This is an optimization exercise on Yosys and OpenROAD, whose aim is small area and few clock cycles, not a production implementation. Function was checked by simulation only, so behaviour that the tests miss may differ from the original. Power is estimated from default activity; no workload was simulated.

==> flow/design.v <==
`default_nettype none
package tile_pkg;
    localparam int PIXEL_W = 8;
    localparam int DEF_CHANNELS = 3;
    localparam int DEF_WIDTH    = 10;
    localparam int DEF_TILE     = 4;
    localparam int DEF_STRIDE   = 2;
    localparam logic [0:0] SEQ_INIT_FILL = 1'd0;
    localparam logic [0:0] SEQ_STREAM    = 1'd1;
    localparam logic [1:0] HS_IDLE         = 2'd0;
    localparam logic [1:0] HS_REQ          = 2'd1;
    localparam logic [1:0] HS_WAIT_ACK_LOW = 2'd2;
endpackage
`default_nettype wire
`timescale 1ns/100ps
`default_nettype none
import tile_pkg::*;
module row_buffer #(
    parameter int CHANNELS = DEF_CHANNELS,
    parameter int WIDTH    = DEF_WIDTH,
    parameter int TILE     = DEF_TILE
) (
    input  wire logic                                i_clk,
    input  wire logic                                i_rst,
    input  wire logic                                i_wr_en,
    input  wire logic [$clog2(CHANNELS*WIDTH)-1:0]   i_wr_addr,
    input  wire logic [PIXEL_W-1:0]                  i_wr_pixel,
    input  wire logic                                i_rd_en,
    input  wire logic [$clog2(WIDTH)-1:0]            i_rd_col,
    output logic      [CHANNELS*TILE*PIXEL_W-1:0]    o_rd_data
);
    localparam int ROW_PIX = CHANNELS * WIDTH;
    logic [PIXEL_W-1:0] row_mem [0:ROW_PIX-1];
    always_ff @(posedge i_clk) begin
        if (i_wr_en) begin
            row_mem[i_wr_addr] <= i_wr_pixel;
        end
    end
    always_ff @(posedge i_clk) begin
        if (i_rd_en) begin
            for (int ch = 0; ch < CHANNELS; ch++) begin
                for (int k = 0; k < TILE; k++) begin
                    o_rd_data[(ch*TILE + k)*PIXEL_W +: PIXEL_W] <=
                        row_mem[ch*WIDTH + int'(i_rd_col) + k];
                end
            end
        end
    end
endmodule
`default_nettype wire
`timescale 1ns/100ps
`default_nettype none
import tile_pkg::*;
module row_bank #(
    parameter int CHANNELS = DEF_CHANNELS,
    parameter int WIDTH    = DEF_WIDTH,
    parameter int TILE     = DEF_TILE,
    parameter int STRIDE   = DEF_STRIDE
) (
    input wire logic i_clk,
    input  wire logic                                   i_rst,
    input  wire logic                                   i_wr_en,
    input  wire logic [$clog2(TILE+STRIDE)-1:0]         i_wr_slot,
    input  wire logic [$clog2(CHANNELS*WIDTH)-1:0]      i_wr_addr,
    input  wire logic [PIXEL_W-1:0]                     i_wr_pixel,
    input  wire logic                                   i_rd_en,
    input  wire logic [$clog2(TILE+STRIDE)-1:0]         i_rd_base_slot,
    input  wire logic [$clog2(WIDTH)-1:0]               i_rd_col,
    output logic      [CHANNELS*TILE*TILE*PIXEL_W-1:0]  o_rd_rows,
    output logic                                        o_rd_valid
);
    localparam int SLOTS    = TILE + STRIDE;
    localparam int SLOT_W   = $clog2(SLOTS);
    localparam int SLICE_W  = CHANNELS * TILE * PIXEL_W;
    typedef logic [SLOT_W-1:0]  slot_t;
    typedef logic [SLICE_W-1:0] slice_t;
    slice_t slot_data [0:SLOTS-1];
    slot_t  base_q;
    for (genvar s = 0; s < SLOTS; s++) begin : g_slot
        row_buffer #(
            .CHANNELS (CHANNELS),
            .WIDTH    (WIDTH),
            .TILE     (TILE)
        ) u_row_buffer (
            .i_clk      (i_clk),
            .i_rst      (i_rst),
            .i_wr_en    (i_wr_en && (i_wr_slot == slot_t'(s))),
            .i_wr_addr  (i_wr_addr),
            .i_wr_pixel (i_wr_pixel),
            .i_rd_en    (i_rd_en),
            .i_rd_col   (i_rd_col),
            .o_rd_data  (slot_data[s])
        );
    end
    always_ff @(posedge i_clk or posedge i_rst) begin
        if (i_rst) begin
            base_q       <= '0;
            o_rd_valid   <= 1'b0;
        end else begin
            o_rd_valid <= i_rd_en;
            if (i_rd_en) begin
                base_q <= i_rd_base_slot;
            end
        end
    end
    always_comb begin
        int slot;
        for (int r = 0; r < TILE; r++) begin
            slot = int'(base_q) + r;
            if (slot >= SLOTS) begin
                slot = slot - SLOTS;
            end
            for (int ch = 0; ch < CHANNELS; ch++) begin
                for (int k = 0; k < TILE; k++) begin
                    o_rd_rows[((ch*TILE + r)*TILE + k)*PIXEL_W +: PIXEL_W] =
                        slot_data[slot][(ch*TILE + k)*PIXEL_W +: PIXEL_W];
                end
            end
        end
    end
endmodule
`default_nettype wire
`timescale 1ns/100ps
`default_nettype none
import tile_pkg::*;
module bank_sequencer #(
    parameter int CHANNELS = DEF_CHANNELS,
    parameter int WIDTH    = DEF_WIDTH,
    parameter int TILE     = DEF_TILE,
    parameter int STRIDE   = DEF_STRIDE
) (
    input  wire logic   i_clk,
    input  wire logic   i_rst,
    input  wire logic   i_restart,
    input  wire logic [PIXEL_W-1:0] i_pixel,
    input  wire logic   i_pixel_valid,
    output logic        o_pixel_ready,
    input  wire logic   i_free,
    output logic                                  o_wr_en,
    output logic [$clog2(TILE+STRIDE)-1:0]        o_wr_slot,
    output logic [$clog2(CHANNELS*WIDTH)-1:0]     o_wr_addr,
    output logic [PIXEL_W-1:0]                    o_wr_pixel,
    output logic                                  o_rd_en,
    output logic [$clog2(TILE+STRIDE)-1:0]        o_rd_base_slot,
    output logic [$clog2(WIDTH)-1:0]              o_rd_col
);
    localparam int SLOTS   = TILE + STRIDE;
    localparam int PHASES  = SLOTS / STRIDE;
    localparam int ROW_PIX = CHANNELS * WIDTH;
    localparam int COL_END = WIDTH - TILE + STRIDE;
    typedef logic [$clog2(SLOTS)-1:0]          slot_t;
    typedef logic [$clog2(PHASES)-1:0]         phase_t;
    typedef logic [$clog2(ROW_PIX)-1:0]        addr_t;
    typedef logic [$clog2(TILE+1)-1:0]         fill_t;
    typedef logic [$clog2(WIDTH+STRIDE)-1:0]   cnt_t;
    typedef logic [$clog2(WIDTH)-1:0]          col_t;
    logic [0:0] state_q;
    addr_t      pix_q;
    fill_t      fill_q;
    slot_t      wr_slot_q;
    phase_t     phase_q;
    cnt_t       col_q;
    slot_t      base_slot;
    logic       accept;
    logic       row_end;
    logic       fills_done;
    logic       reads_done;
    logic       advance;
    assign base_slot  = slot_t'(int'(phase_q) * STRIDE);
    assign fills_done = (fill_q == fill_t'(STRIDE));
    assign reads_done = (col_q == cnt_t'(COL_END));
    assign advance    = (state_q == SEQ_STREAM) && fills_done && reads_done;
    assign o_pixel_ready = (state_q == SEQ_INIT_FILL) || !fills_done;
    assign accept        = i_pixel_valid && o_pixel_ready;
    assign row_end       = accept && (pix_q == addr_t'(ROW_PIX - 1));
    assign o_wr_en     = accept;
    assign o_wr_slot   = wr_slot_q;
    assign o_wr_addr   = pix_q;
    assign o_wr_pixel  = i_pixel;
    assign o_rd_en          = (state_q == SEQ_STREAM) && !reads_done && i_free;
    assign o_rd_base_slot   = base_slot;
    assign o_rd_col         = col_t'(col_q);
    always_ff @(posedge i_clk or posedge i_rst) begin
        if (i_rst) begin
            state_q   <= SEQ_INIT_FILL;
            pix_q     <= '0;
            fill_q    <= '0;
            wr_slot_q <= '0;
            phase_q   <= '0;
            col_q     <= '0;
        end else if (i_restart) begin
            state_q   <= SEQ_INIT_FILL;
            pix_q     <= '0;
            fill_q    <= '0;
            wr_slot_q <= '0;
            phase_q   <= '0;
            col_q     <= '0;
        end else begin
            if (accept) begin
                pix_q <= row_end ? '0 : addr_t'(pix_q + 1'b1);
            end
            if (row_end) begin
                wr_slot_q <= (wr_slot_q == slot_t'(SLOTS - 1)) ? '0 : slot_t'(wr_slot_q + 1'b1);
            end
            if (o_rd_en) begin
                col_q <= cnt_t'(col_q + STRIDE);
            end
            case (state_q)
                SEQ_INIT_FILL: begin
                    if (row_end) begin
                        if (fill_q == fill_t'(TILE - 1)) begin
                            fill_q  <= '0;
                            state_q <= SEQ_STREAM;
                        end else begin
                            fill_q <= fill_t'(fill_q + 1'b1);
                        end
                    end
                end
                SEQ_STREAM: begin
                    if (advance) begin
                        fill_q  <= '0;
                        col_q   <= '0;
                        phase_q <= (phase_q == phase_t'(PHASES - 1)) ?
                                   '0 : phase_t'(phase_q + 1'b1);
                    end else if (row_end) begin
                        fill_q <= fill_t'(fill_q + 1'b1);
                    end
                end
                default: state_q <= SEQ_INIT_FILL;
            endcase
        end
    end
endmodule
`default_nettype wire
`timescale 1ns/100ps
`default_nettype none
import tile_pkg::*;
module tile_assembler #(
    parameter int CHANNELS = DEF_CHANNELS,
    parameter int TILE     = DEF_TILE
) (
    input  wire logic                                   i_clk,
    input  wire logic                                   i_rst,
    input  wire logic                                   i_rd_valid,
    input  wire logic [CHANNELS*TILE*TILE*PIXEL_W-1:0]  i_rd_rows,
    output logic                                        o_free,
    output logic      [CHANNELS*TILE*TILE*PIXEL_W-1:0]  o_tile,
    output logic                                        o_tile_req,
    input  wire logic                                   i_tile_ack
);
    logic [1:0] state_q;
    logic      pending_q;
    always_ff @(posedge i_clk) begin
        if (i_rd_valid) begin
            o_tile <= i_rd_rows;
        end
    end
    always_ff @(posedge i_clk or posedge i_rst) begin
        if (i_rst) begin
            state_q   <= HS_IDLE;
            pending_q <= 1'b0;
        end else begin
            case (state_q)
                HS_IDLE: begin
                    if (i_rd_valid) begin
                        state_q <= HS_REQ;
                    end
                end
                HS_REQ: begin
                    if (i_tile_ack) begin
                        state_q <= HS_WAIT_ACK_LOW;
                    end
                end
                HS_WAIT_ACK_LOW: begin
                    if (!i_tile_ack) begin
                        state_q   <= (pending_q || i_rd_valid) ? HS_REQ : HS_IDLE;
                        pending_q <= 1'b0;
                    end else if (i_rd_valid) begin
                        pending_q <= 1'b1;
                    end
                end
                default: state_q <= HS_IDLE;
            endcase
        end
    end
    assign o_tile_req = (state_q == HS_REQ);
    assign o_free = ((state_q == HS_IDLE) || (state_q == HS_WAIT_ACK_LOW)) &&
                    !pending_q && !i_rd_valid;
endmodule
`default_nettype wire
`timescale 1ns/100ps
`default_nettype none
import tile_pkg::*;
module tile_window_unit #(
    parameter int CHANNELS = DEF_CHANNELS,
    parameter int WIDTH    = DEF_WIDTH,
    parameter int TILE     = DEF_TILE,
    parameter int STRIDE   = DEF_STRIDE
) (
    input  wire logic                                   i_clk,
    input  wire logic                                   i_rst,
    input  wire logic                                   i_restart,
    input  wire logic [PIXEL_W-1:0]                     i_pixel,
    input  wire logic                                   i_pixel_valid,
    output logic                                        o_pixel_ready,
    output logic      [CHANNELS*TILE*TILE*PIXEL_W-1:0]  o_tile,
    output logic                                        o_tile_req,
    input  wire logic                                   i_tile_ack
);
    localparam int SLOT_W = $clog2(TILE + STRIDE);
    localparam int ADDR_W = $clog2(CHANNELS * WIDTH);
    localparam int COL_W  = $clog2(WIDTH);
    localparam int ROWS_W = CHANNELS * TILE * TILE * PIXEL_W;
    logic free;
    logic              wr_en;
    logic [SLOT_W-1:0] wr_slot;
    logic [ADDR_W-1:0] wr_addr;
    logic [PIXEL_W-1:0] wr_pixel;
    logic              rd_en;
    logic [SLOT_W-1:0] rd_base_slot;
    logic [COL_W-1:0]  rd_col;
    logic [ROWS_W-1:0] rd_rows;
    logic              rd_valid;
    bank_sequencer #(
        .CHANNELS (CHANNELS),
        .WIDTH    (WIDTH),
        .TILE     (TILE),
        .STRIDE   (STRIDE)
    ) u_sequencer (
        .i_clk         (i_clk),
        .i_rst         (i_rst),
        .i_restart     (i_restart),
        .i_pixel       (i_pixel),
        .i_pixel_valid (i_pixel_valid),
        .o_pixel_ready (o_pixel_ready),
        .i_free        (free),
        .o_wr_en        (wr_en),
        .o_wr_slot      (wr_slot),
        .o_wr_addr      (wr_addr),
        .o_wr_pixel     (wr_pixel),
        .o_rd_en        (rd_en),
        .o_rd_base_slot (rd_base_slot),
        .o_rd_col       (rd_col)
    );
    row_bank #(
        .CHANNELS (CHANNELS),
        .WIDTH    (WIDTH),
        .TILE     (TILE),
        .STRIDE   (STRIDE)
    ) u_row_bank (
        .i_clk (i_clk),
        .i_rst (i_rst),
        .i_wr_en        (wr_en),
        .i_wr_slot      (wr_slot),
        .i_wr_addr      (wr_addr),
        .i_wr_pixel     (wr_pixel),
        .i_rd_en        (rd_en),
        .i_rd_base_slot (rd_base_slot),
        .i_rd_col       (rd_col),
        .o_rd_rows      (rd_rows),
        .o_rd_valid     (rd_valid)
    );
    tile_assembler #(
        .CHANNELS (CHANNELS),
        .TILE     (TILE)
    ) u_assembler (
        .i_clk      (i_clk),
        .i_rst      (i_rst),
        .i_rd_valid (rd_valid),
        .i_rd_rows  (rd_rows),
        .o_free     (free),
        .o_tile     (o_tile),
        .o_tile_req (o_tile_req),
        .i_tile_ack (i_tile_ack)
    );
endmodule
`default_nettype wire
==> flow/run.sh <==
#!/bin/bash
# synth_recipe.tcl (not shown) runs the flow's synth.tcl, then flattens the netlist and writes it again
# the make line also repeats each setting of config.mk as NAME=value (left out here)
make -C /OpenROAD-flow-scripts/flow DESIGN_CONFIG=/design/flow/config.mk WORK_HOME=/design/flow/orfs CLKGATE_MAP_FILE= SYNTH_SCRIPT=/design/flow/synth_recipe.tcl finish
==> flow/config.mk <==
export PLATFORM = sky130hd
export DESIGN_NAME = tile_window_unit
export DESIGN_NICKNAME = tile_window_unit
export VERILOG_FILES = /design/flow/design.v
export SDC_FILE = /design/flow/constraint.sdc
export NUM_CORES = 4
export LEC_CHECK = 0
export CAP_MARGIN = 20
export CORE_MARGIN = 2
export CORE_UTILIZATION = 40
export SLEW_MARGIN = 20
==> flow/constraint.sdc <==
create_clock -name core_clock -period 5.0 [get_ports {i_clk}]
set_input_delay 1.0000 -clock core_clock [delete_from_list [all_inputs] [get_ports {i_clk}]]
set_output_delay 1.0000 -clock core_clock [all_outputs]
set_load 0.01 [all_outputs]
==> flow_metrics.tcl <==
set metrics [dict create \
    p_comb_share_pct 1.0 \
    clk_latency_ns 0.94 \
    syn-instance-count 8587 \
    final.period_utilization_pct 77.8 \
    final_layout_size_suffix_gt1_share_pct 28.3 \
    setup_violations 0 \
    grt_pass1_wl_mm 704 \
    syn_area_per_cell_sq_um 15.7 \
    grt.total_usage_pct 29.7 \
    h-tree-depth 5 \
    dieArea_sq_um 341000 \
    start_util_pct 40.1 \
    dpl.hpwl_mm 350 \
    synth_edf_count 2400 \
    stdcell_area_sq_um 154000 \
    cp_data_arrival_time_ns 4.54 \
    cp-start-kind "flip-flop" \
    syn-num-nets 8623 \
    p_leak_nw 46.4 \
    multi_input_area_sq_um 58300 \
    fin_crit_ns 3.89 \
    ys_warn_count 5 \
    rsz0062_at_grt "false" \
    ant_nets 0 \
    status "complete, no violations" \
    yosys_register_bits 2423 \
    synth.largest_area_cell "edfxtp_1" \
    cts_root_buf "clkbuf_16" \
    slew_headroom_pct 12.7 \
    drc 0 \
    fillers 28600 \
    cts.path.max_buffers 4 \
    post_cts_buffers 0 \
    first_pass_iters 9 \
    p_sw_share_pct 20.8 \
    synth_area_sq_um 135000 \
    vdd_drop_max_mv 0.270 \
    fin_tns_setup_ns 0 \
    power.switching_w 0.00911 \
    ios 399 \
    synth_top_area_share_pct 53.5 \
    cts_tree "yes" \
    cts_buffers 275 \
    max_freq_mhz 257 \
    ctsResizeCount 0 \
    ys.flop_type "edfxtp_1" \
    overflow 0 \
    power_w 0.0438 \
    fin_worst_skew_ns 0.0593 \
    dpl_cell_area_sq_um 144000 \
    path_clk_slew_ns 0.06 \
    crit_fanout 39 \
    die_y_microns 584 \
    layout.nets 8858 \
    final_common_cell "edfxtp_1" \
    cts_hold_buf 0 \
    hp-class "in -> async" \
    clkPwrFrac_pct 48.2 \
    antenna_found_initial 65 \
    grt_pass1_vias 84700 \
    fin_hold_ws_ns 0.483 \
    synth-seq-area-share_pct 53.9 \
    drv_cap 0 \
    internal_power_w 0.0346 \
    cp_data_required_time_ns 5.65 \
    drt_first_iter_violations 16200 \
    finalMaxSlewViolations 0 \
    fp.dieW_microns 584 \
    synth_cell_types 51 \
    vias_per_cell 6.89 \
    regArea_sq_um 72700 \
    cts_sinks 2423 \
    layout_common_cells "edfxtp_1, mux4_2, nor2_1" \
    coreArea_sq_um 336000 \
    synthTopCellsByArea "edfxtp_1, mux4_2, nor2_1, mux2i_1, a21oi_1" \
    seqPwrFrac_pct 50.8 \
    hold_violations 0 \
    grt_start_max_net_pins 183 \
    rows 213 \
    wirelength_mm 516 \
    worst_setup_path_end_kind "flip-flop" \
    portBuffers 398 \
    vias 92800 \
    crit_type "reg -> reg" \
    gp_congestion 0.954 \
    powerDensity_nw_per_um2 285 \
    syn2layout_area_growth_pct 14.1 \
    async_flop_share_pct 0.949 \
    worst_pin_slew_ns 1.31 \
    wire_per_inst_microns 38.3 \
]
==> kinds of logic after synthesis <==
logic type	synth area share, %
flip-flops	53.9
multiplexers	30.6
AND/OR/NAND/NOR	5.61
AO/OA/AOI/OAI	6.53
buffers and inverters	3.00
adder cells (fa/ha/maj)	0.214
XOR/XNOR	0.100
==> critical path, stage by stage, from the launching register on <==
cell	delay, ns
dfrtp_4	0.52
inv_6	0.33
ha_4	0.82
nor2_1	0.19
o31ai_4	0.32
buf_4	0.93
mux4_2	0.43
==> cell type report <==
type	count	area share, %
well taps	4407	3.59
inverters	115	0.293
repair buffers	749	4.92
flip-flops and latches	2423	47.3
clock inverters	157	1.24
clock buffers	325	4.70
multi-input cells	5258	37.9
diodes	24	0.0391
==> metal layers <==
layer / share of wire [%] / global-route usage [%] / up-vias / wire, microns
met4: 4.5 / 11.8 / 42 / 23200
met2: 42 / 41.6 / 7699 / 218000
met5: 0.073 / 0 / - / 379
met3: 17 / 13.0 / 1062 / 85700
li1: - / - / 35900 / -
met1: 37 / 40.3 / 48100 / 189000
==> power groups by stage <==
stage	registers [W]	clock network (W)	logic, W
4_1_cts	0.0222	0.0213	0.000412
6_report	0.0222	0.0211	0.000423
3_5_place_dp	0.0227	0	0.000413
5_1_grt	0.0222	0.0220	0.000438
2_1_floorplan	0.0227	0	0.0000782
3_3_place_gp	0.0227	0	0.000404
==> synth_stat cells (all sizes together) (4+ instances only) <==
cell type,instances
a222oi,96
inv,114
nand2b,50
and2,4
edfxtp,2400
xor2,4
o31a,31
xnor2,7
nand2,583
ha,23
a22oi,192
o211ai,48
o21a,38
a21oi,453
mux4,1658
mux2,103
dfrtp,23
mux2i,270
nor2,925
o31ai,46
o21bai,18
nor2b,186
nand3,27
a31oi,38
a21boi,14
nor3,37
clkbuf,340
o21ai,241
buf,451
a211oi,153
==> final timing paths <==
kind / start / endpoint / slack, ns / cells after the start
max reg2reg: u_sequencer.col_q[2] / u_row_bank.g_slot[1].u_row_buffer.o_rd_data[53] / 1.11 / 6
max in group asynchronous: i_rst / u_sequencer.col_q[2] / 4.15 / 3
min in group core_clock: u_assembler.state_q[1] / u_assembler.pending_q / 0.54 / 1
min: i_rst / u_sequencer.phase_q[1] / 0.48 / 3
max: u_sequencer.col_q[2] / u_row_bank.g_slot[1].u_row_buffer.o_rd_data[53] / 1.11 / 6
min reg2reg: u_assembler.state_q[1] / u_assembler.pending_q / 0.54 / 1
==> stage by stage <==
stage                     worst slack, ns  std cells  util, %
after floorplan                     -9.59       8587        -
after global placement              0.332      12900     43.0
after detailed placement            0.611      13000     43.0
after CTS                            1.10      13400     45.7
after global routing                0.928      13400     45.7
final                                1.11      13500     45.7
==> sequential cells by signal (all words and copies together) (netlist names) <==
name,flops
u_assembler.o_tile,384
u_assembler.pending_q,1
u_assembler.state_q,2
u_row_bank.base_q,2
u_row_bank.g_slot.u_row_buffer.o_rd_data,576
u_row_bank.g_slot.u_row_buffer.row_mem,1440
u_row_bank.o_rd_valid,1
u_sequencer.col_q,3
u_sequencer.fill_q,3
u_sequencer.phase_q,2
u_sequencer.pix_q,5
u_sequencer.state_q,1
u_sequencer.wr_slot_q,3
Testbench counts, summed over its fixed seeds: cycles 7,938.

[afterwards: timing with drivers on the ports]
In the flow no input, the clock included, has a driving cell. The finished layout below was timed again as built, in two steps. Step 1, drivers: a clkbuf_16 drives i_clk and a buf_2 each remaining input, both assumed. Step 2 times the ports against the registers' clock, not the clock port: input delays grow and output delays shrink by t, the midpoint of the rising clock arrivals with the driver on. a / b / c = ideal ports / drivers / drivers and shift; a / b = the first two.
t (ns): 1.010
setup slack, ns: 1.112 / 1.070 / 0.514
hold slack, ns: 0.483 / 0.402 / 0.536
clock arrival spread, ns: 0.070 / 0.071
worst slew at a driven data input, ns: 0.19
After both steps this run still meets setup and hold. The setup slack of this run moves by -0.042 ns with the drivers and by -0.598 ns with both steps.
